This is an optimization exercise on Yosys and OpenROAD, whose aim is small area, not a production implementation.
Function was checked by simulation only, so behaviour that the tests miss may differ from the original.
Power figures rest on the tool's default switching activity, not on a simulated workload. No driver is modelled on the clock port, so clocking that relies on it looks cheaper here than on a real chip.

**flow/config.mk**
```make
export PLATFORM = sky130hd
export DESIGN_NAME = pio_regs_top
export DESIGN_NICKNAME = pio_regs_top
export VERILOG_FILES = /design/flow/design.v
export SDC_FILE = /design/flow/constraint.sdc
export NUM_CORES = 4
export LEC_CHECK = 0
export CAP_MARGIN = 20
export CORE_MARGIN = 2
export CORE_UTILIZATION = 75
export PLACE_DENSITY = 0.8
export SLEW_MARGIN = 20
export SYNTH_HIERARCHICAL = 1
export SYNTH_MINIMUM_KEEP_SIZE = 0
```
**flow/constraint.sdc**
```tcl
create_clock -name core_clock -period 5.0 [get_ports {clk}]
set_input_delay 1.0000 -clock core_clock [delete_from_list [all_inputs] [get_ports {clk}]]
set_output_delay 1.0000 -clock core_clock [all_outputs]
set_load 0.01 [all_outputs]
```
**flow/design.v**
```verilog
package pio_regs_pkg;
  typedef struct packed {
    logic [15:0] int_part;
    logic [7:0]  frac;
    logic [7:0]  reserved;
  } pio_clkdiv_t;
  typedef struct packed {
    logic       exec_stalled;
    logic       side_en;
    logic       side_pindir;
    logic [4:0] jmp_pin;
    logic [4:0] out_en_sel;
    logic       inline_out_en;
    logic       out_sticky;
    logic [4:0] wrap_top;
    logic [4:0] wrap_bottom;
    logic [1:0] reserved;
    logic       status_sel;
    logic [3:0] status_n;
  } pio_execctrl_t;
  typedef struct packed {
    logic        fjoin_rx;
    logic        fjoin_tx;
    logic [4:0]  pull_thresh;
    logic [4:0]  push_thresh;
    logic        out_shiftdir;
    logic        in_shiftdir;
    logic        autopull;
    logic        autopush;
    logic [15:0] reserved;
  } pio_shiftctrl_t;
  typedef struct packed {
    logic [2:0] sideset_count;
    logic [2:0] set_count;
    logic [5:0] out_count;
    logic [4:0] in_base;
    logic [4:0] sideset_base;
    logic [4:0] set_base;
    logic [4:0] out_base;
  } pio_pinctrl_t;
  typedef union packed {
    pio_clkdiv_t             clkdiv;
    pio_execctrl_t           execctrl;
    pio_shiftctrl_t          shiftctrl;
    pio_pinctrl_t            pinctrl;
    logic [32-1:0]  raw;
  } pio_sm_word_u;
  typedef enum logic [3:0] {
    TGT_NONE,
    TGT_CTRL,
    TGT_IRQ,
    TGT_IMEM,
    TGT_CLKDIV,
    TGT_EXECCTRL,
    TGT_SHIFTCTRL,
    TGT_INSTR,
    TGT_PINCTRL
  } pio_target_e;
endpackage
`timescale 1ns/10ps
module pio_read_mux #(
  parameter int              N    = 1,
  parameter logic [N*32-1:0] MASK = '1
) (
  input  logic [N-1:0]    sel,
  input  logic [N*32-1:0] d,
  output logic [31:0]     y
);
  function automatic int count(input int b);
    count = 0;
    for (int r = 0; r < N; r++) count += MASK[r*32 + b];
  endfunction
  function automatic int nth(input int b, input int k);
    int c;
    c = 0;
    nth = 0;
    for (int r = 0; r < N; r++)
      if (MASK[r*32 + b]) begin
        if (c == k) nth = r;
        c++;
      end
  endfunction
  for (genvar b = 0; b < 32; b++) begin : g_bit
    localparam int C = count(b);
    localparam int G = C / 3;
    localparam int P = C - 3*G;
    logic [G-1:0] t;
    logic [P:0]   pa, pb;   
    for (genvar g = 0; g < G; g++) begin : g_grp
      localparam int R0 = nth(b, 3*g);
      localparam int R1 = nth(b, 3*g + 1);
      localparam int R2 = nth(b, 3*g + 2);
      pio_aoi222 u_aoi (
        .a1(sel[R0]), .b1(d[R0*32 + b]),
        .a2(sel[R1]), .b2(d[R1*32 + b]),
        .a3(sel[R2]), .b3(d[R2*32 + b]),
        .y(t[g]));
    end
    for (genvar k = 0; k < P; k++) begin : g_pair
      localparam int RK = nth(b, 3*G + k);
      assign pa[k] = sel[RK];
      assign pb[k] = d[RK*32 + b];
    end
    assign pa[P] = 1'b0;
    assign pb[P] = 1'b0;
    if (P == 0) begin : g_nand
      pio_nand_n #(.M(G)) u_or (.t(t), .y(y[b]));
    end else begin : g_tail
      pio_or_tail #(.M(G), .P(P)) u_or (.t(t), .a(pa[P-1:0]), .b(pb[P-1:0]), .y(y[b]));
    end
  end
endmodule
module pio_aoi222 (
  input  logic a1, b1, a2, b2, a3, b3,
  output logic y
);
  assign y = ~((a1 & b1) | (a2 & b2) | (a3 & b3));
endmodule
module pio_or_tail #(
  parameter int M = 2,
  parameter int P = 1
) (
  input  logic [M-1:0] t,
  input  logic [P-1:0] a,
  input  logic [P-1:0] b,
  output logic         y
);
  assign y = ~&t | |(a & b);
endmodule
module pio_nand_n #(
  parameter int M = 2
) (
  input  logic [M-1:0] t,
  output logic         y
);
  assign y = ~&t;
endmodule
`timescale 1ns/10ps
module pio_regs_top (
  input  logic                               clk,
  input  logic                               reset,
  input  logic                               sel,
  input  logic                               rw,
  input  logic [12-1:0]             addr,
  input  logic [32-1:0]             wdata,
  input  logic                               irq_set,
  input  logic [2:0]                         irq_index,
  input  logic                               irq_value,
  output logic [32-1:0]             rdata,
  output logic [4-1:0]           sm_enable,
  output logic [$clog2(32)-1:0] instr_waddr,
  output logic [16-1:0]            instr_wdata,
  output logic                               instr_we
);
  localparam int NF = 5;
  localparam logic [NF*32-1:0] MASKS = {
    32'hFFFF_FFFF, 32'h0000_FFFF, 32'hFFFF_0000,
    32'h7FFF_FF9F, 32'hFFFF_FF00
  };
  localparam logic [NF*32-1:0] RSTS = {
    32'h1400_0000, 32'h0, 32'h000C_0000,
    32'h0001_F000, 32'h0001_0000
  };
  localparam logic [NF*12-1:0] OFS = {
    12'h014, 12'h010, 12'h008,
    12'h004, 12'h000
  };
  localparam logic [6:0] W_CTRL = 7'(12'h000 >> 2);
  localparam logic [6:0] W_IRQ  = 7'(12'h030 >> 2);
  localparam logic [6:0] W_IMEM = 7'(12'h048 >> 2);
  localparam logic [6:0] W_SM   = 7'(12'h0C8 >> 2);
  logic        req_wr, req_rd, rst_pend;
  logic        req_ok;
  logic [6:0]  req_w;
  logic [31:0] wd;
  always_ff @(posedge clk or posedge reset) begin
    if (reset) begin
      req_wr   <= 1'b0;
      req_rd   <= 1'b0;
      rst_pend <= 1'b1;
      wd       <= '0;
    end else begin
      req_wr   <= sel & rw;
      req_rd   <= sel & ~rw;
      rst_pend <= 1'b0;
      wd       <= wdata;
    end
  end
  always_ff @(posedge clk) begin
    req_ok <= (addr[11:9] == 3'b000) && (addr[1:0] == 2'b00);
    req_w  <= addr[8:2];
  end
  logic [NF*4-1:0] hit;
  logic hit_ctrl, hit_irq, hit_imem;
  for (genvar r = 0; r < NF*4; r++) begin : g_hit
    localparam logic [6:0] WR = W_SM + 7'((r % 4) * (12'h018 >> 2)) + 7'(OFS[(r/4)*12 +: 12] >> 2);
    assign hit[r] = req_ok && (req_w == WR);
  end
  assign hit_ctrl = req_ok && (req_w == W_CTRL);
  assign hit_irq  = req_ok && (req_w == W_IRQ);
  assign hit_imem = req_ok && (req_w >= W_IMEM) && (req_w < W_IMEM + 7'(32));
  logic [NF*4*32-1:0] q;
  for (genvar m = 0; m < 4; m++) begin : g_sm
    for (genvar f = 0; f < NF; f++) begin : g_fld
      logic en;
      localparam int R = f*4 + m;
      assign en = (req_wr & hit[R]) | rst_pend;
      for (genvar b = 0; b < 32; b++) begin : g_bit
        if (MASKS[f*32+b]) begin : g_st
          always_ff @(posedge clk)
            if (en) q[R*32+b] <= wd[b] | (rst_pend & RSTS[f*32+b]);
        end else begin : g_zero
          assign q[R*32+b] = 1'b0;
        end
      end
    end
  end
  logic [3:0] ctrl_q;
  logic [7:0] irq_q;
  always_ff @(posedge clk or posedge reset) begin
    if (reset) begin
      ctrl_q   <= '0;
      irq_q    <= '0;
      instr_we <= 1'b0;
    end else begin
      instr_we <= req_wr & hit_imem;
      if (req_wr & hit_ctrl) ctrl_q <= wd[3:0];
      if (req_wr & hit_irq) irq_q <= wd[7:0];
      else if (irq_set) irq_q[irq_index] <= irq_value;
    end
  end
  assign sm_enable = ctrl_q;
  always_ff @(posedge clk) begin
    instr_waddr <= 5'(req_w - W_IMEM);
    instr_wdata <= wd[15:0];
  end
  logic [31:0] rd_word;
  function automatic logic [(NF*4+3)*32-1:0] rd_masks();
    for (int r = 0; r < NF*4; r++) rd_masks[r*32 +: 32] = MASKS[(r/4)*32 +: 32];
    rd_masks[NF*4*32 +: 96] = {32'hFFFF_FFFF, 32'h0000_00FF, 32'h0000_000F};
  endfunction
  pio_read_mux #(.N(NF*4 + 3), .MASK(rd_masks())) u_read_mux (
    .sel ({~req_rd, {(NF*4+2){req_rd}} & {hit_irq, hit_ctrl, hit}}),
    .d   ({rdata, 24'b0, irq_q, 28'b0, ctrl_q, q}),
    .y   (rd_word)
  );
  always_ff @(posedge clk or posedge reset) begin
    if (reset) rdata <= '0;
    else rdata <= rd_word;
  end
endmodule
```
**flow/flow/run.sh**
```bash
#!/bin/bash
# The standard layout (standard.sh, with its unchanged synthesis) with two changes:
# the port buffers use the smallest buffer cell, and CTS adds no dummy loads.
# The make output goes to make.log here; ORFS keeps each step's log under orfs/logs/.
set -euo pipefail
cd "$(dirname "$0")/.."
CTS="-sink_clustering_enable -repair_clock_nets -buf_list sky130_fd_sc_hd__clkbuf_8"
CTS="$CTS -sink_clustering_size 21 -sink_clustering_max_diameter 55 -dont_use_dummy_load"
bash standard.sh \
  "BUFFER_PORTS_ARGS=-buffer_cell sky130_fd_sc_hd__buf_1" \
  "CTS_ARGS=$CTS" \
  finish > make.log 2>&1
```
**flow/standard.sh**
```bash
#!/bin/bash
# synth_recipe.tcl (not shown) runs the flow's synth.tcl, then flattens the netlist and writes it again
# the make line also repeats each setting of config.mk as NAME=value (left out here)
make -C /OpenROAD-flow-scripts/flow DESIGN_CONFIG=/design/flow/config.mk WORK_HOME=/design/flow/orfs CLKGATE_MAP_FILE= SYNTH_SCRIPT=/design/flow/synth_recipe.tcl "${@:-finish}"
```
==> notes.md, run 1 <==
final slew viol count - 0
CP max stage cell - nor3_2
post-synthesis mux area share - 0.2261%
Clock Skews - 0.05599 ns
Die W - 167.0 um
Worst Hold Class - reg -> reg
Root Driver - clkbuf_8
slew at the pin closest to its max-slew limit - 1.119 ns
die area - 27,880 sq um
Routed Wire Length - 46,890 um
Synth Area in XOR/XNOR - 0.1759%
Peak VDD IR - 0.3487 mV
CTS tree - built
drt via density - 7.586
Placement Rows - 59
Critical Path RT - 5.51 ns
post-synthesis register bit count - 577
Avg WL per Cell - 30.89 um
Setup Buffers After CTS - 0
PortBufs - 110
Initial Util - 76.44%
share of flip-flops with an asynchronous set or reset - 13.86%
Cell Chain, Critical Path - nand3_1 -> or2_2 -> nor3_2 -> buf_12 -> a222oi_1 -> nand4_1 -> a221o_1
H-tree depth - 2
syn_nets - 1,080
largest family of logic cells by synthesized area - compound AO/OA/AOI/OAI gates
clock latency on the worst-skew pair - 0.58 ns
CP endpoint - rdata[4]
Top delay family on crit path - simple AND/OR/NAND/NOR gates
Cell variety after synth - 47
Cell Pwr Density - 368.1 nW/um^2
total gr overflow - 0
simple-gate portion of the synthesized area - 4.881%
final std cells w/o fill - 1,518
Num CTS Buffers - 37
CP Buf/Inv Count - 1
GRT Util Overall - 34.10%
CP arrival - 3.63 ns
synthesized-area fraction occupied by adder cells - 0.3769%
Critical Path Fanout Max - 24
Synth area leader - edfxtp_1
slowest cell delay on critical path - 0.82 ns
LEAKAGE - 0.007582 uW
Slew headroom - 25.37%
reg2reg start - req_w[3]
Nets - 1,244
R2R Setup Slk - 1.88 ns
Max Cap Violations - 0
DR pass1 iterations - 10
commonest non-fill, non-tap cell in the layout - edfxtp_1
Die Span Y - 167.0 um
setup TNS - 0 ns
final HPWL from detailed placement - 26,050 um
Compound-Gate Fraction of Synth Area - 10.30%
drc violations - 0
Netlist Area Pre-Place - 19,920 sq um
post-CTS sizing - 0
GPL Wtd Cong - 0.8762
Inst Count DP - 1,481
vias - 11,520
most frequent cells in the layout - edfxtp_1, a222oi_1, buf_1
core area - 26,060 sq um
number of warnings issued by yosys - 171
minimum clock period - 3.125 ns
Yosys top cell area share - 70.55%
Fill cells - 1,233
crit path kind - reg -> reg
vias in the first global route - 11,540
setup violators final - 0
register area share after synthesis - 83.52%
prevailing post-synth register cell - edfxtp_1
Worst-path clk slew - 0.11 ns
I/O pins - 111
largest net degree at the start of global routing - 49
Post-synth EDFFs - 468
worst r2r dst - rdata[4]
Mapped Cells - 1,021
clock sink count - 577
1st-iter DRT viols - 2,493
cells on worst reg2reg path - 7
final hold vios - 0
syn_area_per_cell - 19.51 sq um
period utilisation layout - 62.50%
CTS Hold Bufs - 0
status - complete, no violations
RSZ-0062 raised after global routing - no
crit end category - flip-flop
initial antenna violation count - 0
Post-DRT Antenna Nets - 0
Startpoint Class - flip-flop
antenna cells - 0
share of layout cells above drive strength 1 - 9.806%
critical path launch point - req_w[3]
clk buf depth - 3
dominant cells by area after synthesis - edfxtp_1, dfrtp_1, a222oi_1
f_max - 320.0 MHz
Critical Path Stages - 7
area growth from synthesis to layout - 8.260%
first-pass GRT wire length - 69,900 um
-- per-stage QoR --
| step | setup slack, ns | utilization (%) | total power [uW] | area (sq um) | hold slack, ns |
|---|---|---|---|---|---|
| floorplan | 0.9705 | - | 5914 | 19920 | 0.3821 |
| global placement | 2.101 | 80.80 | 6057 | 21060 | 0.4529 |
| detailed placement | 1.972 | 80.80 | 6096 | 21060 | 0.4716 |
| CTS | 2.014 | 82.75 | 7939 | 21560 | 0.4770 |
| global route | 1.767 | 82.75 | 8163 | 21560 | 0.4954 |
| finish | 1.875 | 82.75 | 7939 | 21560 | 0.4782 |
-- metal layers --
layer | GRT usage (%) | vias to the layer above | share of wire (%) | wire length (um)
met1 | 49.08 | 5710 | 35 | 16440
met2 | 54.52 | 988 | 49 | 23080
li1 | - | 4708 | - | -
met4 | 12.29 | 0 | 2.7 | 1270
met3 | 5.798 | 109 | 13 | 6099
met5 | 0 | - | 0 | 0
-- worst min-delay path by stage --
stage	startpoint	to	slack [ns]	depth (start not counted)
4_1_cts	q[578]	rdata[2]	0.48	2
3_3_place_gp	q[579]	rdata[3]	0.45	2
3_5_place_dp	q[577]	rdata[1]	0.47	2
2_1_floorplan	req_w[0]	instr_waddr[0]	0.38	0
5_1_grt	wdata[20]	wd[20]	0.50	1
6_report	q[578]	rdata[2]	0.48	2
-- power by group --
| part | switching, uW | total (uW) | internal (uW) |
|---|---|---|---|
| registers | 168 | 5750 | 5580 |
| clock network | 1270 | 1940 | 671 |
| logic | 186 | 247 | 60.9 |
| total | 1630 | 7940 | 6310 |
-- flip-flops by register name (all words and copies together), names as in the netlist --
register     count
ctrl_q           4
instr_waddr      5
instr_wdata     16
instr_we         1
irq_q            8
q              468
rdata           32
req_ok           1
req_rd           1
req_w            7
req_wr           1
rst_pend         1
wd              32
-- Yosys stat by module, one instance, submodules excluded, excerpt --
module        cells  flops+latches  copies in the design  area, sq um
pio_aoi222        1              0                   153        10.01
pio_regs_top    758            577                     1        17730
-- synthesized netlist by cell type, types with 3 or more instances --
library cell,number
dfrtp_1,79
inv_1,12
nand3_1,37
mux2_2,4
nor2b_1,5
o21ai_0,7
nor2_1,21
nand4_1,6
nand2_1,39
clkbuf_1,10
nor3_1,6
a22o_1,23
ha_1,6
or2_2,11
o21bai_1,14
a31oi_1,8
edfxtp_1,468
or3_1,26
nand2b_1,3
and3_1,5
a222oi_1,153
a21o_1,3
a31o_2,4
nor4_1,9
dfxtp_1,29
-- tightest hold or removal path, delay by kind of cell (launching register included) --
family | cells | cell delay (ns)
and+or+nand+nor | 1 | 0.07
DFF | 1 | 0.32
AOI/OAI and AO/OA | 1 | 0.06
-- kinds of logic after synthesis --
logic type / after synthesis
compound gates: 220
xor+xnor: 4
fa+ha+maj: 6
buf+inv: 26
flops: 577
mux: 4
other cells: 1
simple gates: 183
-- final cells by class --
type	instances	area, sq um	share of cell area [%]
repair buffers	139	643.1	2.982
inverters	12	47.55	0.2205
flip-flops and latches	577	16640	77.15
well taps	335	419.2	1.944
clock buffers	37	509.2	2.361
multi-input cells	418	3308	15.34
==> inputs of run 2 (changes only) <==
--- a/flow/flow/run.sh
+++ b/flow/flow/run.sh
@@ -6,5 +6,5 @@
 cd "$(dirname "$0")/.."
 CTS="-sink_clustering_enable -repair_clock_nets -buf_list sky130_fd_sc_hd__clkbuf_8"
-CTS="$CTS -sink_clustering_size 21 -sink_clustering_max_diameter 55 -dont_use_dummy_load"
+CTS="$CTS -sink_clustering_size 20 -sink_clustering_max_diameter 70 -dont_use_dummy_load"
 bash standard.sh \
   "BUFFER_PORTS_ARGS=-buffer_cell sky130_fd_sc_hd__buf_1" \
==> run 2 against run 1 <==
Still clean. First-iteration DRC count decreased by 4.3%. Non-clock buffer count unchanged. Register-to-register slack got worse by 0.04 ns. Maximum frequency decreased by 1.3%.
==> notes.md, run 2 <==
status - complete, no violations
most instantiated cells after synthesis - edfxtp_1, a222oi_1, dfrtp_1, nand2_1, nand3_1
Int Pwr - 6277 uW
Startpoint Class - flip-flop
Synth area leader - edfxtp_1
post-synthesis register bit count - 577
Cell variety after synth - 47
PortBufs - 110
final hold vios - 0
antenna cells - 0
clock sink count - 577
setup violators final - 0
CTS Hold Bufs - 0
most frequent cells in the layout - edfxtp_1, a222oi_1, buf_1
Nets - 1,242
post-CTS sizing - 0
Root Driver - clkbuf_8
sw power - 1622 uW
top flop regs - q: 468 flops, rdata: 32 flops, wd: 32 flops
final HPWL from detailed placement - 26,050 um
worst hold slack - 0.4891 ns
crit end category - flip-flop
GPL Wtd Cong - 0.8762
Netlist Area Pre-Place - 19,920 sq um
first-pass GRT wire length - 69,290 um
post-synthesis mux area share - 0.2261%
final slew viol count - 0
GRT Util Overall - 33.86%
f_max - 316.0 MHz
clk buf depth - 3
Post-DRT Antenna Nets - 0
core area - 26,060 sq um
Largest Register - q
vias in the first global route - 11,530
Worst Hold Class - in -> reg
dominant cells by area after synthesis - edfxtp_1, dfrtp_1, a222oi_1
RSZ-0062 raised after global routing - no
I/O pins - 111
drc violations - 0
share of flip-flops with an asynchronous set or reset - 13.86%
commonest non-fill, non-tap cell in the layout - edfxtp_1
Routed Wire Length - 46,410 um
Net Sw Frac - 20.54%
Critical Path RT - 5.53 ns
total gr overflow - 0
Die W - 167.0 um
combinational share of power - 3.1%
Critical Path Fanout Max - 24
Num CTS Buffers - 35
H-tree depth - 2
Cell Pwr Density - 366.8 nW/um^2
Largest register FFs - 468
Setup WS pre-CTS - 1.972 ns
DR pass1 iterations - 7
Fill cells - 1,246
drt via density - 7.541
CP max stage cell - nor3_2
simple-gate portion of the synthesized area - 4.881%
Cell Chain, Critical Path - nand3_1 -> or2_2 -> nor3_2 -> buf_12 -> a222oi_1 -> nand4_1 -> a221o_1
Compound-Gate Fraction of Synth Area - 10.30%
prevailing post-synth register cell - edfxtp_1
Max Cap Violations - 0
largest family of logic cells by synthesized area - compound AO/OA/AOI/OAI gates
syn_nets - 1,080
Synth Area in XOR/XNOR - 0.1759%
area growth from synthesis to layout - 8.122%
minimum clock period - 3.165 ns
Avg WL per Cell - 30.62 um
largest net degree at the start of global routing - 49
CTS tree - built
LEAKAGE - 0.007567 uW
Yosys top cell area share - 70.55%
synthesized-area fraction occupied by adder cells - 0.3769%
number of warnings issued by yosys - 171
Placement Rows - 59
die area - 27,880 sq um
crit path kind - reg -> reg
CP arrival - 3.70 ns
syn_area_per_cell - 19.51 sq um
Die Span Y - 167.0 um
Seq pwr share - 72.7%
register area share after synthesis - 83.52%
worst setup margin - 1.835 ns
setup TNS - 0 ns
initial antenna violation count - 0
slew at the pin closest to its max-slew limit - 1.159 ns
Worst-path clk slew - 0.11 ns
period utilisation layout - 63.29%
Clock power frac - 24.1%
Setup Buffers After CTS - 0
slowest cell delay on critical path - 0.81 ns
Peak VDD IR - 0.4407 mV
1st-iter DRT viols - 2,385
clock latency on the worst-skew pair - 0.59 ns
Post-synth EDFFs - 468
Clock Skews - 0.03584 ns
Slew headroom - 22.66%
share of layout cells above drive strength 1 - 9.653%
most common cell in the netlist - edfxtp_1
Initial Util - 76.44%
vias - 11,430
Mapped Cells - 1,021
run 2: cell counts after synthesis:
Identical to the previous run, type by type.
run 2: final timing paths:
path | cells after the start | end | startpoint | slack (ns)
hold reg to reg | 2 | rdata[2] | q[610] | 0.50
setup reg to reg | 7 | rdata[4] | req_w[3] | 1.84
setup / recovery | 7 | rdata[4] | req_w[3] | 1.84
hold / removal | 1 | req_w[0] | addr[2] | 0.49
max in group asynchronous | 3 | irq_q[6] | reset | 3.45
min in group asynchronous | 2 | wd[27] | reset | 0.57
run 2: per-module statistics from Yosys (local to each module, per instance), a selection:
module / flops+latches / copies in the design / cell area (sq um)
pio_regs_top: 577 / 1 / 17730
pio_aoi222: 0 / 153 / 10.01
run 2: final cells by class:
| class | count | area, sq um | area share (%) |
|---|---|---|---|
| Inverter | 12 | 47.55 | 0.2208 |
| Timing Repair Buffer | 139 | 643.1 | 2.986 |
| Multi-Input combinational cell | 418 | 3308 | 15.36 |
| Clock buffer | 35 | 481.7 | 2.237 |
| Sequential cell | 577 | 16640 | 77.25 |
| Tap cell | 335 | 419.2 | 1.946 |
run 2: metal layers:
metal | vias up | global-route usage [%] | share of wire, %
met5 | - | 0 | 0
met1 | 5634 | 48.22 | 35
met2 | 977 | 54.34 | 49
met4 | 0 | 12.29 | 3.0
li1 | 4706 | - | -
met3 | 115 | 6.131 | 14
run 2: cell families after synthesis:
family,Yosys count
AO/OA/AOI/OAI,220
XOR/XNOR,4
adder cells (fa/ha/maj),6
buffers and inverters,26
flip-flops,577
multiplexers,4
other,1
AND/OR/NAND/NOR,183
run 2: critical path: cells and delay by family (launching register included):
| family | cells | cell delay, ns |
|---|---|---|
| compound gates | 2 | 0.26 |
| buf+inv | 1 | 0.31 |
| simple gates | 4 | 1.91 |
| flops | 1 | 0.61 |
run 2: power groups by stage:
stage | clock [uW] | combinational [uW] | sequential (uW)
2_1_floorplan | 0 | 127 | 5790
3_3_place_gp | 0 | 238 | 5820
3_5_place_dp | 0 | 244 | 5850
4_1_cts | 1920 | 245 | 5740
5_1_grt | 2080 | 263 | 5780
6_report | 1910 | 246 | 5740
run 2: stage by stage:
stage	area [sq um]	util (%)	total power (uW)	std cells
2_1_floorplan	19920	-	5914	1021
3_3_place_gp	21060	80.80	6057	1481
3_5_place_dp	21060	80.80	6096	1481
4_1_cts	21540	82.65	7907	1516
5_1_grt	21540	82.65	8120	1516
6_report	21540	82.65	7899	1516
==> inputs of run 3 (changes only) <==
--- a/flow/flow/run.sh
+++ b/flow/flow/run.sh
@@ -5,6 +5,6 @@
 set -euo pipefail
 cd "$(dirname "$0")/.."
-CTS="-sink_clustering_enable -repair_clock_nets -buf_list sky130_fd_sc_hd__clkbuf_8"
-CTS="$CTS -sink_clustering_size 20 -sink_clustering_max_diameter 70 -dont_use_dummy_load"
+CTS="-sink_clustering_enable -repair_clock_nets -buf_list \"sky130_fd_sc_hd__clkbuf_8 sky130_fd_sc_hd__clkbuf_16\""
+CTS="$CTS -sink_clustering_size 30 -sink_clustering_max_diameter 80 -dont_use_dummy_load"
 bash standard.sh \
   "BUFFER_PORTS_ARGS=-buffer_cell sky130_fd_sc_hd__buf_1" \
==> run 3 against run 2 <==
The flow now stops in clock tree synthesis. Synthesized area unchanged. Synthesized cell count unchanged.
==> notes.md, run 3 <==
Die Span Y - 167.0 um
Placement Rows - 59
I/O pins - 111
Initial Util - 76.44%
final HPWL from detailed placement - 26,050 um
GPL Wtd Cong - 0.8762
prevailing post-synth register cell - edfxtp_1
post-synthesis register bit count - 577
Cell variety after synth - 47
Yosys top cell area share - 70.55%
syn_area_per_cell - 19.51 sq um
Synth area leader - edfxtp_1
Netlist Area Pre-Place - 19,920 sq um
PortBufs - 110
Stop stage - clock tree synthesis
syn_nets - 1,080
most common cell in the netlist - edfxtp_1
Mapped Cells - 1,021
most instantiated cells after synthesis - edfxtp_1, a222oi_1, dfrtp_1, nand2_1, nand3_1
Post-synth EDFFs - 468
register area share after synthesis - 83.52%
Log Error - [ERROR STA-0564] clock_tree_synthesis positional arguments not supported.
share of flip-flops with an asynchronous set or reset - 13.86%
status - aborted with a tool error
dominant cells by area after synthesis - edfxtp_1, dfrtp_1, a222oi_1
Inst Count DP - 1,481
number of warnings issued by yosys - 171
Die W - 167.0 um
[run 3: kinds of logic after synthesis]
family	synth area share (%)
buffers and inverters	0.5025
AND/OR/NAND/NOR	4.881
flip-flops	83.52
adder cells (fa/ha/maj)	0.3769
multiplexers	0.2261
XOR/XNOR	0.1759
AO/OA/AOI/OAI	10.30
other	0.01883
[run 3: worst max path at each step]
| stage | from | to | slack, ns | cells past startpoint |
|---|---|---|---|---|
| floorplan | req_w[0] | rdata[10] | 0.97 | 7 |
| global placement | req_w[3] | rdata[4] | 2.10 | 7 |
| detailed placement | req_w[3] | rdata[4] | 1.97 | 7 |
[run 3: Yosys stat by module, one instance, submodules excluded, excerpt]
| module | cells | flip-flops and latches | area (sq um) |
|---|---|---|---|
| pio_aoi222 | 1 | 0 | 10.01 |
| pio_regs_top | 758 | 577 | 17730 |
[run 3: power by group through the flow]
stage | sequential [uW] | clock (uW) | combinational (uW)
floorplan | 5790 | 0 | 127
global placement | 5820 | 0 | 238
detailed placement | 5850 | 0 | 244
[run 3: metrics by stage]
stage	area, sq um	setup WS, ns	util, %	hold WS (ns)
after floorplan	19920	0.9705	-	0.3821
after global placement	21060	2.101	80.80	0.4529
after detailed placement	21060	1.972	80.80	0.4716
==> inputs of run 4 (changes only) <==
--- a/flow/flow/run.sh
+++ b/flow/flow/run.sh
@@ -5,5 +5,5 @@
 set -euo pipefail
 cd "$(dirname "$0")/.."
-CTS="-sink_clustering_enable -repair_clock_nets -buf_list \"sky130_fd_sc_hd__clkbuf_8 sky130_fd_sc_hd__clkbuf_16\""
+CTS="-sink_clustering_enable -repair_clock_nets -buf_list {sky130_fd_sc_hd__clkbuf_8 sky130_fd_sc_hd__clkbuf_16}"
 CTS="$CTS -sink_clustering_size 30 -sink_clustering_max_diameter 80 -dont_use_dummy_load"
 bash standard.sh \
==> run 4 against run 3 <==
Now clean on timing, DRC and antenna. Synthesized area unchanged. Synthesized cell count did not move.
==> notes.md, run 4 <==
status - complete, no violations
sw power - 1620 uW
syn_area_per_cell - 19.51 sq um
share of layout cells above drive strength 1 - 8.725%
Seq pwr share - 71.1%
Nets - 1,230
final hold vios - 0
antenna cells - 0
Placement Rows - 59
drc violations - 0
Setup WS pre-CTS - 1.972 ns
largest net degree at the start of global routing - 49
Root Driver - clkbuf_16
LEAKAGE - 0.007599 uW
Int Pwr - 6471 uW
crit path kind - reg -> reg
Netlist Area Pre-Place - 19,920 sq um
Max Cap Violations - 0
syn_nets - 1,080
Die Span Y - 167.0 um
Initial Util - 76.44%
Mapped Cells - 1,021
1st-iter DRT viols - 2,228
setup TNS - 0 ns
Peak VDD IR - 0.4747 mV
commonest non-fill, non-tap cell in the layout - edfxtp_1
Worst Hold Class - reg -> reg
most instantiated cells after synthesis - edfxtp_1, a222oi_1, dfrtp_1, nand2_1, nand3_1
minimum clock period - 3.226 ns
Yosys top cell area share - 70.55%
RSZ-0062 raised after global routing - no
total gr overflow - 0
Cell variety after synth - 47
area post-placement - 21,060 sq um
CTS Hold Bufs - 0
Clock Skews - 0.04973 ns
combinational share of power - 3.0%
CP arrival - 3.72 ns
Avg WL per Cell - 31.19 um
Num CTS Buffers - 23
CTS tree - built
core area - 26,060 sq um
Die W - 167.0 um
Net Sw Frac - 20.02%
Slew headroom - 20.36%
first-pass GRT wire length - 70,270 um
prevailing post-synth register cell - edfxtp_1
Largest Register - q
number of warnings issued by yosys - 171
final slew viol count - 0
Post-DRT Antenna Nets - 0
dominant cells by area after synthesis - edfxtp_1, dfrtp_1, a222oi_1
Synth area leader - edfxtp_1
Worst-path clk slew - 0.10 ns
top flop regs - q: 468 flops, rdata: 32 flops, wd: 32 flops
H-tree depth - 1
die area - 27,880 sq um
Startpoint Class - flip-flop
setup violators final - 0
PortBufs - 110
final HPWL from detailed placement - 26,050 um
Largest register FFs - 468
most frequent cells in the layout - edfxtp_1, a222oi_1, buf_1
most common cell in the netlist - edfxtp_1
Cell Pwr Density - 374.0 nW/um^2
I/O pins - 111
slew at the pin closest to its max-slew limit - 1.193 ns
period utilisation layout - 64.53%
area growth from synthesis to layout - 8.593%
post-synthesis register bit count - 577
Clock power frac - 25.9%
initial antenna violation count - 1
Post-synth EDFFs - 468
worst setup margin - 1.774 ns
Critical Path Fanout Max - 24
clock sink count - 577
clock latency on the worst-skew pair - 0.55 ns
clk buf depth - 3
GPL Wtd Cong - 0.8762
DR pass1 iterations - 9
share of flip-flops with an asynchronous set or reset - 13.86%
post-CTS sizing - 0
GRT Util Overall - 34.04%
crit end category - flip-flop
Routed Wire Length - 46,910 um
Final Total Pwr - 8091 uW
Setup Buffers After CTS - 0
vias - 11,530
drt via density - 7.667
Critical Path RT - 5.49 ns
fin area - 21,630 sq um
vias in the first global route - 11,670
f_max - 310.0 MHz
register area share after synthesis - 83.52%
==> run 4: cell counts after synthesis <==
No cell type changed its count.
==> run 4: power groups by stage <==
| stage | logic, uW | registers (uW) | clock network, uW |
|---|---|---|---|
| final | 246 | 5750 | 2100 |
| after global routing | 263 | 5780 | 2260 |
| after CTS | 245 | 5750 | 2100 |
| after detailed placement | 244 | 5850 | 0 |
| after global placement | 238 | 5820 | 0 |
| after floorplan | 127 | 5790 | 0 |
==> run 4: area by class of cell <==
type | count | area (sq um)
Timing Repair Buffer | 139 | 643.1
Inverter | 12 | 47.55
Tap cell | 335 | 419.2
Fill cell | 1226 | 4428
Sequential cell | 577 | 16640
Clock buffer | 23 | 575.6
Multi-Input combinational cell | 418 | 3308
==> run 4: worst max-delay path, stage by stage, from the launching register on <==
cell,delay (ns)
dfxtp_1,0.61
nand3_1,0.45
or2_2,0.51
nor3_2,0.85
buf_12,0.31
a222oi_1,0.15
nand4_1,0.16
a221o_1,0.11
==> run 4: cell families after synthesis <==
family	synth area share, %
xor gates and xnor gates	0.1759
other	0.01883
muxes	0.2261
and+or+nand+nor	4.881
buffers and inverters	0.5025
AOI/OAI and AO/OA	10.30
adders and majority gates	0.3769
DFF	83.52
==> run 4: worst paths after layout <==
check / from / to / slack (ns) / cells after the start
min in group asynchronous: reset / rdata[31] / 0.58 / 2
max in group asynchronous: reset / wd[5] / 3.40 / 3
max: req_w[3] / rdata[4] / 1.77 / 7
min reg2reg: q[546] / rdata[2] / 0.49 / 2
max reg2reg: req_w[3] / rdata[4] / 1.77 / 7
min: q[546] / rdata[2] / 0.49 / 2
==> run 4: stage by stage <==
step | std cells | hold WS (ns) | utilization [%]
floorplan | 1021 | 0.3821 | -
global placement | 1481 | 0.4529 | 80.80
detailed placement | 1481 | 0.4716 | 80.80
CTS | 1504 | 0.4576 | 83.01
global route | 1504 | 0.4616 | 83.01
finish | 1504 | 0.4866 | 83.01
==> run 4: modules after synthesis (local to each module, per instance), excerpt <==
module / flip-flops and latches / area, sq um / cells / copies in the design
pio_regs_top: 577 / 17730 / 758 / 1
pio_aoi222: 0 / 10.01 / 1 / 153
==> run 4: routing by layer <==
layer,global-route usage [%],wire length [um],vias up
met5,0,0,-
met1,47.22,16360,5804
li1,-,-,4693
met2,55.84,23380,943
met3,6.678,5958,91
met4,11.51,1209,0
==> inputs of run 5 (changes only) <==
--- a/flow/flow/run.sh
+++ b/flow/flow/run.sh
@@ -5,5 +5,5 @@
 set -euo pipefail
 cd "$(dirname "$0")/.."
-CTS="-sink_clustering_enable -repair_clock_nets -buf_list {sky130_fd_sc_hd__clkbuf_8 sky130_fd_sc_hd__clkbuf_16}"
+CTS="-sink_clustering_enable -repair_clock_nets -buf_list sky130_fd_sc_hd__clkbuf_16"
 CTS="$CTS -sink_clustering_size 30 -sink_clustering_max_diameter 80 -dont_use_dummy_load"
 bash standard.sh \
==> run 5 against run 4 <==
Still clean on timing, DRC and antenna. Combinational power about the same. Sequential power barely moved. Clock skew unchanged. Register-to-register slack about the same. Synthesized cell count is the same. Clock power about the same. Global-route usage is the same. Critical path type unchanged. Highest routed layer unchanged.
==> notes.md, run 5 <==
status - complete, no violations
Clock Skews - 0.04973 ns
Num CTS Buffers - 23
fin area - 21,630 sq um
Synth area leader - edfxtp_1
CTS tree - built
Avg WL per Cell - 31.19 um
Routed Wire Length - 46,910 um
CP Buf/Inv Count - 1
syn_area_per_cell - 19.51 sq um
CP max stage cell - nor3_2
critical path launch point - req_w[3]
die area - 27,880 sq um
total gr overflow - 0
Peak VDD IR - 0.4747 mV
clock sink count - 577
share of flip-flops with an asynchronous set or reset - 13.86%
core area - 26,060 sq um
setup violators final - 0
Nets - 1,230
initial antenna violation count - 1
Post-synth EDFFs - 468
post-CTS sizing - 0
drt via density - 7.667
Slew headroom - 20.36%
Top delay family on crit path - simple AND/OR/NAND/NOR gates
cells on worst reg2reg path - 7
post-synthesis register bit count - 577
vias - 11,530
CP arrival - 3.72 ns
Yosys top cell area share - 70.55%
Critical Path RT - 5.49 ns
Critical Path Fanout Max - 24
I/O pins - 111
final HPWL from detailed placement - 26,050 um
antenna cells - 0
final cell utilization of the core - 83.01%
Setup Buffers After CTS - 0
Largest Register - q
area post-placement - 21,060 sq um
drc violations - 0
dominant cells by area after synthesis - edfxtp_1, dfrtp_1, a222oi_1
PortBufs - 110
Initial Util - 76.44%
Critical Path Stages - 7
clk buf depth - 3
Worst-path clk slew - 0.10 ns
vias in the first global route - 11,670
f_max - 310.0 MHz
LEAKAGE - 0.007599 uW
Netlist Area Pre-Place - 19,920 sq um
Post-DRT Antenna Nets - 0
Startpoint Class - flip-flop
register area share after synthesis - 83.52%
largest net degree at the start of global routing - 49
reg2reg start - req_w[3]
CP endpoint - rdata[4]
Worst Hold Class - reg -> reg
minimum clock period - 3.226 ns
prevailing post-synth register cell - edfxtp_1
RSZ-0062 raised after global routing - no
Root Driver - clkbuf_16
Cell Chain, Critical Path - nand3_1 -> or2_2 -> nor3_2 -> buf_12 -> a222oi_1 -> nand4_1 -> a221o_1
slowest cell delay on critical path - 0.85 ns
share of layout cells above drive strength 1 - 8.725%
clock latency on the worst-skew pair - 0.55 ns
Cell variety after synth - 47
Cell Pwr Density - 374.0 nW/um^2
GRT Util Overall - 34.04%
area growth from synthesis to layout - 8.593%
first-pass GRT wire length - 70,270 um
crit end category - flip-flop
final hold vios - 0
number of warnings issued by yosys - 171
R2R Setup Slk - 1.77 ns
GPL Wtd Cong - 0.8762
setup TNS - 0 ns
worst r2r dst - rdata[4]
crit path kind - reg -> reg
most instantiated cells after synthesis - edfxtp_1, a222oi_1, dfrtp_1, nand2_1, nand3_1
Mapped Cells - 1,021
1st-iter DRT viols - 2,228
DR pass1 iterations - 9
top flop regs - q: 468 flops, rdata: 32 flops, wd: 32 flops
Largest register FFs - 468
period utilisation layout - 64.53%
H-tree depth - 1
slew at the pin closest to its max-slew limit - 1.193 ns
most common cell in the netlist - edfxtp_1
Die W - 167.0 um
Max Cap Violations - 0
syn_nets - 1,080
Placement Rows - 59
commonest non-fill, non-tap cell in the layout - edfxtp_1
most frequent cells in the layout - edfxtp_1, a222oi_1, buf_1
final slew viol count - 0
CTS Hold Bufs - 0
Die Span Y - 167.0 um
==> run 5: cell counts after synthesis <==
Identical to the previous run, type by type.
==> run 5: worst register-to-register path: cells and delay by family, from the launching register on <==
| kind | cells | cell delay [ns] |
|---|---|---|
| buffers and inverters | 1 | 0.32 |
| AOI/OAI and AO/OA | 2 | 0.26 |
| DFF | 1 | 0.61 |
| and+or+nand+nor | 4 | 1.97 |
==> run 5: modules after synthesis, one instance, submodules excluded, a selection <==
module | cells | cell area (sq um) | times used
pio_regs_top | 758 | 17730 | 1
pio_aoi222 | 1 | 10.01 | 153
==> run 5: cell type report <==
class	instances	area, sq um
Tap cell	335	419.2
Multi-Input combinational cell	418	3308
Timing Repair Buffer	139	643.1
Clock buffer	23	575.6
Sequential cell	577	16640
Inverter	12	47.55
Fill cell	1226	4428
==> run 5: how the worst min path moves through the flow <==
| stage | end | slack [ns] | startpoint | depth (start not counted) |
|---|---|---|---|---|
| detailed placement | rdata[1] | 0.47 | q[577] | 2 |
| global placement | rdata[3] | 0.45 | q[579] | 2 |
| global route | rdata[2] | 0.46 | q[546] | 2 |
| CTS | rdata[2] | 0.46 | q[546] | 2 |
| finish | rdata[2] | 0.49 | q[546] | 2 |
| floorplan | instr_waddr[0] | 0.38 | req_w[0] | 0 |
==> run 5: logic make-up (layout without fill, tap and decap cells) <==
kind of cell	after synthesis	count (layout)	synth area share (%)
fa+ha+maj	6	6	0.3769
other cells	1	1	0.01883
compound gates	220	220	10.30
mux	4	4	0.2261
xor+xnor	4	4	0.1759
simple gates	183	183	4.881
flops	577	577	83.52
buf+inv	26	174	0.5025
==> run 5: report_power, final <==
group          leakage [uW]  internal, uW  switching [uW]
clock              0.000283           830            1270
sequential          0.00585          5580             170
combinational       0.00147          60.9             185
==> run 5: stage by stage <==
step / setup slack, ns / power [uW] / instances / hold slack, ns
finish: 1.774 / 8091 / 1504 / 0.4866
floorplan: 0.9705 / 5914 / 1021 / 0.3821
detailed placement: 1.972 / 6096 / 1481 / 0.4716
global placement: 2.101 / 6057 / 1481 / 0.4529
CTS: 1.935 / 8090 / 1504 / 0.4576
global route: 1.689 / 8303 / 1504 / 0.4616
==> run 5: per-layer routing <==
layer | global-route usage [%] | vias to the layer above | routed length [um]
met1 | 47.22 | 5804 | 16360
met2 | 55.84 | 943 | 23380
met5 | 0 | - | 0
li1 | - | 4693 | -
met4 | 11.51 | 0 | 1209
met3 | 6.678 | 91 | 5958
==> inputs of run 6 (changes only) <==
==> flow/flow/run.sh (replaced) <==
#!/bin/bash
# The standard layout (standard.sh, with its unchanged synthesis) with two changes:
# the port buffers use the smallest buffer cell, and CTS builds the clock tree
# from clkbuf_8 cells with its own clustering and adds no dummy loads.
# The make output goes to make.log here; ORFS keeps each step's log under orfs/logs/.
set -euo pipefail
cd "$(dirname "$0")/.."
CTS="-sink_clustering_enable -repair_clock_nets -buf_list sky130_fd_sc_hd__clkbuf_8"
CTS="$CTS -sink_clustering_size 20 -sink_clustering_max_diameter 70 -dont_use_dummy_load"
bash standard.sh \
  "BUFFER_PORTS_ARGS=-buffer_cell sky130_fd_sc_hd__buf_1" \
  "CTS_ARGS=$CTS" \
  finish > make.log 2>&1
--- a/flow/config.mk
+++ b/flow/config.mk
@@ -9,5 +9,5 @@
 export CORE_MARGIN = 2
 export CORE_UTILIZATION = 75
-export PLACE_DENSITY = 0.8
+export PLACE_DENSITY = 0.88
 export SLEW_MARGIN = 20
 export SYNTH_HIERARCHICAL = 1
==> run 6 against run 5 <==
Still clean. Synthesized area stayed put. Clock-buffer cell count is 11 higher. First-iteration DRC count is 10% higher. Non-clock buffer count stayed put. Clock skew is 0.026 ns lower. Worst hold slack worse by 0.0027 ns. Combinational power hardly changed. Total power is 2.3% lower. Via count is 2.1% higher. Critical path depth is 1 lower. Critical path type unchanged. Largest power group unchanged. Highest routed layer unchanged.
==> notes.md, run 6 <==
antenna cells - 0
area post-placement - 21,040 sq um
Worst Hold Class - reg -> reg
Yosys top cell area share - 70.55%
Slew headroom - 16.22%
area growth from synthesis to layout - 8.015%
post-synthesis register bit count - 577
most instantiated cells after synthesis - edfxtp_1, a222oi_1, dfrtp_1, nand2_1, nand3_1
hold path endpoint - rdata[5]
Post-DRT Antenna Nets - 0
final std cells w/o fill - 1,515
final hold vios - 0
GRT Util Overall - 33.97%
PortBufs - 110
Fill cells - 1,174
Startpoint Class - flip-flop
CTS tree - built
I/O pins - 111
Placement Rows - 59
f_max - 311.8 MHz
crit path kind - reg -> reg
period utilisation layout - 64.13%
Critical Path Fanout Max - 29
final HPWL from detailed placement - 26,460 um
Setup Buffers After CTS - 0
met1 Use GR - 45.26%
met2 track demand over resource - 55.36%
Cell variety after synth - 47
Peak VDD IR - 0.3336 mV
fin area - 21,520 sq um
Cell Pwr Density - 367.3 nW/um^2
RSZ-0062 raised after global routing - no
Hold Path Depth - 2
H-tree depth - 2
GR Layer Usage met3 - 6.416%
1st-iter DRT viols - 2,453
commonest non-fill, non-tap cell in the layout - edfxtp_1
Routed Wire Length - 47,590 um
slew at the pin closest to its max-slew limit - 1.255 ns
status - complete, no violations
Inst Count DP - 1,481
Largest Register - q
number of warnings issued by yosys - 171
GPL Wtd Cong - 0.8987
Synth area leader - edfxtp_1
R2R Setup Slk - 1.79 ns
register area share after synthesis - 83.52%
Num CTS Buffers - 34
worst setup margin - 1.793 ns
Critical Path RT - 5.52 ns
Root Driver - clkbuf_8
share of layout cells above drive strength 1 - 9.576%
Clock Skews - 0.02363 ns
setup TNS - 0 ns
drc violations - 0
core area - 26,060 sq um
syn_nets - 1,080
CP arrival - 3.72 ns
clock sink count - 577
setup violators final - 0
worst r2r dst - rdata[28]
Die W - 167.0 um
LEAKAGE - 0.007560 uW
Post-synth EDFFs - 468
Multi-input gate area - 3313 sq um
hold path start - q[517]
Netlist Area Pre-Place - 19,920 sq um
Die Span Y - 167.0 um
dominant cells by area after synthesis - edfxtp_1, dfrtp_1, a222oi_1
Mapped Cells - 1,021
Setup WS pre-CTS - 1.924 ns
prevailing post-synth register cell - edfxtp_1
total gr overflow - 0
crit end category - flip-flop
most frequent cells in the layout - edfxtp_1, a222oi_1, buf_1
largest net degree at the start of global routing - 52
vias in the first global route - 11,700
worst hold slack - 0.4840 ns
clk buf depth - 3
Initial Util - 76.44%
share of flip-flops with an asynchronous set or reset - 13.86%
Nets - 1,241
Max Cap Violations - 0
final slew viol count - 0
clock latency on the worst-skew pair - 0.57 ns
minimum clock period - 3.207 ns
initial antenna violation count - 0
drt via density - 7.768
grt peak-use layer - met2
die area - 27,880 sq um
Sequential Area - 16,640 sq um
syn_area_per_cell - 19.51 sq um
Worst-path clk slew - 0.11 ns
post-CTS sizing - 0
most common cell in the netlist - edfxtp_1
CTS Hold Bufs - 0
cells on worst reg2reg path - 6
vias - 11,770
Largest register FFs - 468
reg2reg start - req_w[3]
Avg WL per Cell - 31.41 um
top flop regs - q: 468 flops, rdata: 32 flops, wd: 32 flops
DR pass1 iterations - 8
first-pass GRT wire length - 69,910 um
## run 6: area by class of cell
class	count	area share (%)
sequential	577	77.33
multi-input combinational	418	15.40
inverter	12	0.2210
timing repair buffer	139	2.931
tap	335	1.948
clock buffer	34	2.175
## run 6: worst max-delay path, cell delays in order, from the launching register on
cell and delay (ns):
dfxtp_1 0.64, nand3_1 0.47, or2_2 0.51, nor2_4 0.88, a222oi_1 0.35, nand3_1 0.17, or3_1 0.14
## run 6: worst max-delay path by stage
stage / end / slack [ns] / depth (start not counted) / from
floorplan: rdata[10] / 0.97 / 7 / req_w[0]
global route: q[544] / 1.74 / 4 / req_w[3]
finish: rdata[28] / 1.79 / 6 / req_w[3]
detailed placement: rdata[21] / 1.92 / 7 / req_ok
global placement: rdata[4] / 2.10 / 6 / req_w[3]
CTS: rdata[31] / 1.89 / 7 / req_ok
## run 6: cells by family (layout without fill, tap and decap cells)
logic type / Yosys count / after routing / share of synthesized area (%)
mux: 4 / 4 / 0.2261
buf+inv: 26 / 185 / 0.5025
compound gates: 220 / 220 / 10.30
other cells: 1 / 1 / 0.01883
simple gates: 183 / 183 / 4.881
fa+ha+maj: 6 / 6 / 0.3769
flops: 577 / 577 / 83.52
xor+xnor: 4 / 4 / 0.1759
## run 6: Yosys stat by module (local to each module, per instance), excerpt
module | flip-flops and latches | copies in the design | cells inside | area, sq um
pio_aoi222 | 0 | 153 | 1 | 10.01
pio_regs_top | 577 | 1 | 758 | 17730
## run 6: power by group
part           internal (uW)  switching [uW]
Combinational           61.0             185
Clock                    620            1280
Sequential              5580             177
## run 6: metrics by stage
stage	util (%)	power, uW
5_1_grt	82.57	8104
2_1_floorplan	-	5914
3_3_place_gp	80.75	6047
3_5_place_dp	80.75	6097
4_1_cts	82.55	7898
6_report	82.57	7904
## run 6: routing by layer
| metal | up-vias | part of all wire, % |
|---|---|---|
| li1 | 4706 | - |
| met1 | 5766 | 33 |
| met2 | 1108 | 49 |
| met3 | 189 | 13 |
| met4 | 0 | 5.0 |
| met5 | - | 0 |
==> inputs of run 7 (changes only) <==
--- a/flow/config.mk
+++ b/flow/config.mk
@@ -9,5 +9,5 @@
 export CORE_MARGIN = 2
 export CORE_UTILIZATION = 75
-export PLACE_DENSITY = 0.88
+export PLACE_DENSITY = 0.8
 export SLEW_MARGIN = 20
 export SYNTH_HIERARCHICAL = 1
==> run 7 against run 6 <==
Critical endpoint is now rdata[4]. Die area stayed put. Register-to-register slack better by 0.04 ns. Still clean on timing, DRC and antenna. Clock skew is 0.012 ns higher. Highest routed layer unchanged.
==> notes.md, run 7 <==
slew at the pin closest to its max-slew limit - 1.159 ns
minimum clock period - 3.165 ns
clock latency on the worst-skew pair - 0.59 ns
Placement Rows - 59
Mapped Cells - 1,021
worst hold slack - 0.4891 ns
setup violators final - 0
most instantiated cells after synthesis - edfxtp_1, a222oi_1, dfrtp_1, nand2_1, nand3_1
CTS tree - built
Cell Chain, Critical Path - nand3_1 -> or2_2 -> nor3_2 -> buf_12 -> a222oi_1 -> nand4_1 -> a221o_1
RSZ-0062 raised after global routing - no
Die Span Y - 167.0 um
first-pass GRT wire length - 69,290 um
Worst-path clk slew - 0.11 ns
DR pass1 iterations - 7
drc violations - 0
core area - 26,060 sq um
dominant cells by area after synthesis - edfxtp_1, dfrtp_1, a222oi_1
Die W - 167.0 um
Top delay family on crit path - simple AND/OR/NAND/NOR gates
I/O pins - 111
Avg WL per Cell - 30.62 um
share of layout cells above drive strength 1 - 9.653%
Cell variety after synth - 47
Setup Buffers After CTS - 0
post-CTS sizing - 0
Critical Path RT - 5.53 ns
Peak VDD IR - 0.4407 mV
most common cell in the netlist - edfxtp_1
total gr overflow - 0
Root Driver - clkbuf_8
syn_nets - 1,080
Max Cap Violations - 0
H-tree depth - 2
CP max stage cell - nor3_2
CTS Hold Bufs - 0
status - complete, no violations
Yosys top cell area share - 70.55%
initial antenna violation count - 0
number of warnings issued by yosys - 171
GRT Util Overall - 33.86%
share of flip-flops with an asynchronous set or reset - 13.86%
Clock Skews - 0.03584 ns
most frequent cells in the layout - edfxtp_1, a222oi_1, buf_1
final HPWL from detailed placement - 26,050 um
Critical Path Fanout Max - 24
Largest Register - q
vias in the first global route - 11,530
period utilisation layout - 63.29%
f_max - 316.0 MHz
crit path kind - reg -> reg
Cell Pwr Density - 366.8 nW/um^2
slowest cell delay on critical path - 0.81 ns
Startpoint Class - flip-flop
PortBufs - 110
met1 Use GR - 48.22%
GPL Wtd Cong - 0.8762
CP Buf/Inv Count - 1
post-synthesis register bit count - 577
grt peak-use layer - met2
LEAKAGE - 0.007567 uW
Largest register FFs - 468
Worst Hold Class - in -> reg
syn_area_per_cell - 19.51 sq um
antenna cells - 0
register area share after synthesis - 83.52%
area growth from synthesis to layout - 8.122%
Synth area leader - edfxtp_1
largest net degree at the start of global routing - 49
Nets - 1,242
drt via density - 7.541
crit end category - flip-flop
met2 track demand over resource - 54.34%
vias - 11,430
final hold vios - 0
Routed Wire Length - 46,410 um
Post-DRT Antenna Nets - 0
commonest non-fill, non-tap cell in the layout - edfxtp_1
setup TNS - 0 ns
Initial Util - 76.44%
prevailing post-synth register cell - edfxtp_1
clock sink count - 577
top flop regs - q: 468 flops, rdata: 32 flops, wd: 32 flops
CP arrival - 3.70 ns
Post-synth EDFFs - 468
die area - 27,880 sq um
GR Layer Usage met3 - 6.131%
Num CTS Buffers - 35
final slew viol count - 0
1st-iter DRT viols - 2,385
Netlist Area Pre-Place - 19,920 sq um
Slew headroom - 22.66%
clk buf depth - 3
==> run 7: cell count changes in the layout (fill, tap and decap cells not counted), sizes merged <==
cell	previous run	this run
clkbuf	34	35
clkinv	0	1
inv	12	11
==> run 7: through the flow <==
stage | util (%) | cell area, sq um | setup slack, ns | power, uW | cells
floorplan | - | 19920 | 0.9705 | 5914 | 1021
global placement | 80.80 | 21060 | 2.101 | 6057 | 1481
detailed placement | 80.80 | 21060 | 1.972 | 6096 | 1481
CTS | 82.65 | 21540 | 1.942 | 7907 | 1516
global route | 82.65 | 21540 | 1.685 | 8120 | 1516
finish | 82.65 | 21540 | 1.835 | 7899 | 1516
==> run 7: modules after synthesis, one instance, submodules excluded, excerpt <==
module        cells inside  flops+latches  copies in the design
pio_aoi222               1              0                   153
pio_regs_top           758            577                     1
==> run 7: worst paths after layout <==
kind	depth (start not counted)	endpoint	slack [ns]	from
min in group asynchronous	2	wd[27]	0.57	reset
worst min-delay path	1	req_w[0]	0.49	addr[2]
worst max-delay path	7	rdata[4]	1.84	req_w[3]
worst max register to register	7	rdata[4]	1.84	req_w[3]
max in group asynchronous	3	irq_q[6]	3.45	reset
worst min register to register	2	rdata[2]	0.50	q[610]
==> run 7: cell type report <==
cell class | count | area (sq um)
Tap cell | 335 | 419.2
Clock buffer | 35 | 481.7
Sequential cell | 577 | 16640
Inverter | 12 | 47.55
Timing Repair Buffer | 139 | 643.1
Multi-Input combinational cell | 418 | 3308
Fill cell | 1246 | 4522
==> run 7: cell families (layout without fill, tap and decap cells) <==
| group | count (synthesis) | after routing | synth area share (%) |
|---|---|---|---|
| compound gates | 220 | 220 | 10.30 |
| other cells | 1 | 1 | 0.01883 |
| xor+xnor | 4 | 4 | 0.1759 |
| simple gates | 183 | 183 | 4.881 |
| mux | 4 | 4 | 0.2261 |
| flops | 577 | 577 | 83.52 |
| buf+inv | 26 | 186 | 0.5025 |
| fa+ha+maj | 6 | 6 | 0.3769 |
==> run 7: power breakdown <==
group	internal, uW	switching, uW	total, uW
registers	5580	166	5740
logic	60.9	185	246
clock network	637	1270	1910
==> run 7: routing by layer <==
layer  vias up  wire (um)  share of wire (%)
met2       977      22530                 49
li1       4706          -                  -
met4         0       1409                3.0
met5         -          0                  0
met1      5634      16150                 35
met3       115       6324                 14

separate check: timing with driven ports:
The flow's constraints put no driver on any port. The routed layouts listed below were extracted and timed again, unchanged, in two steps. Step 1: set_driving_cell puts a clkbuf_16 on clk and a buf_2 on each other input, an assumption about the parent block. Step 2 times the ports against the registers' clock, not the clock port: input delays grow and output delays shrink by t, the midpoint of the rising clock arrivals with the driver on. a / b / c = ideal ports / drivers / drivers and shift; a / b = the first two.
run | t, ns | setup slack, ns | latest minus earliest clock arrival (ns)
run 1 | 0.601 | 1.875 / 1.875 / 1.875 | 0.056 / 0.056
run 2 | 0.621 | 1.835 / 1.835 / 1.835 | 0.036 / 0.036
run 4 | 0.582 | 1.774 / 1.774 / 1.774 | 0.055 / 0.055
run 5 | 0.582 | 1.774 / 1.774 / 1.774 | 0.055 / 0.055
run 6 | 0.605 | 1.793 / 1.793 / 1.793 | 0.028 / 0.028
run 7 | 0.621 | 1.835 / 1.835 / 1.835 | 0.036 / 0.036
After both steps setup and hold are still met in every run listed.
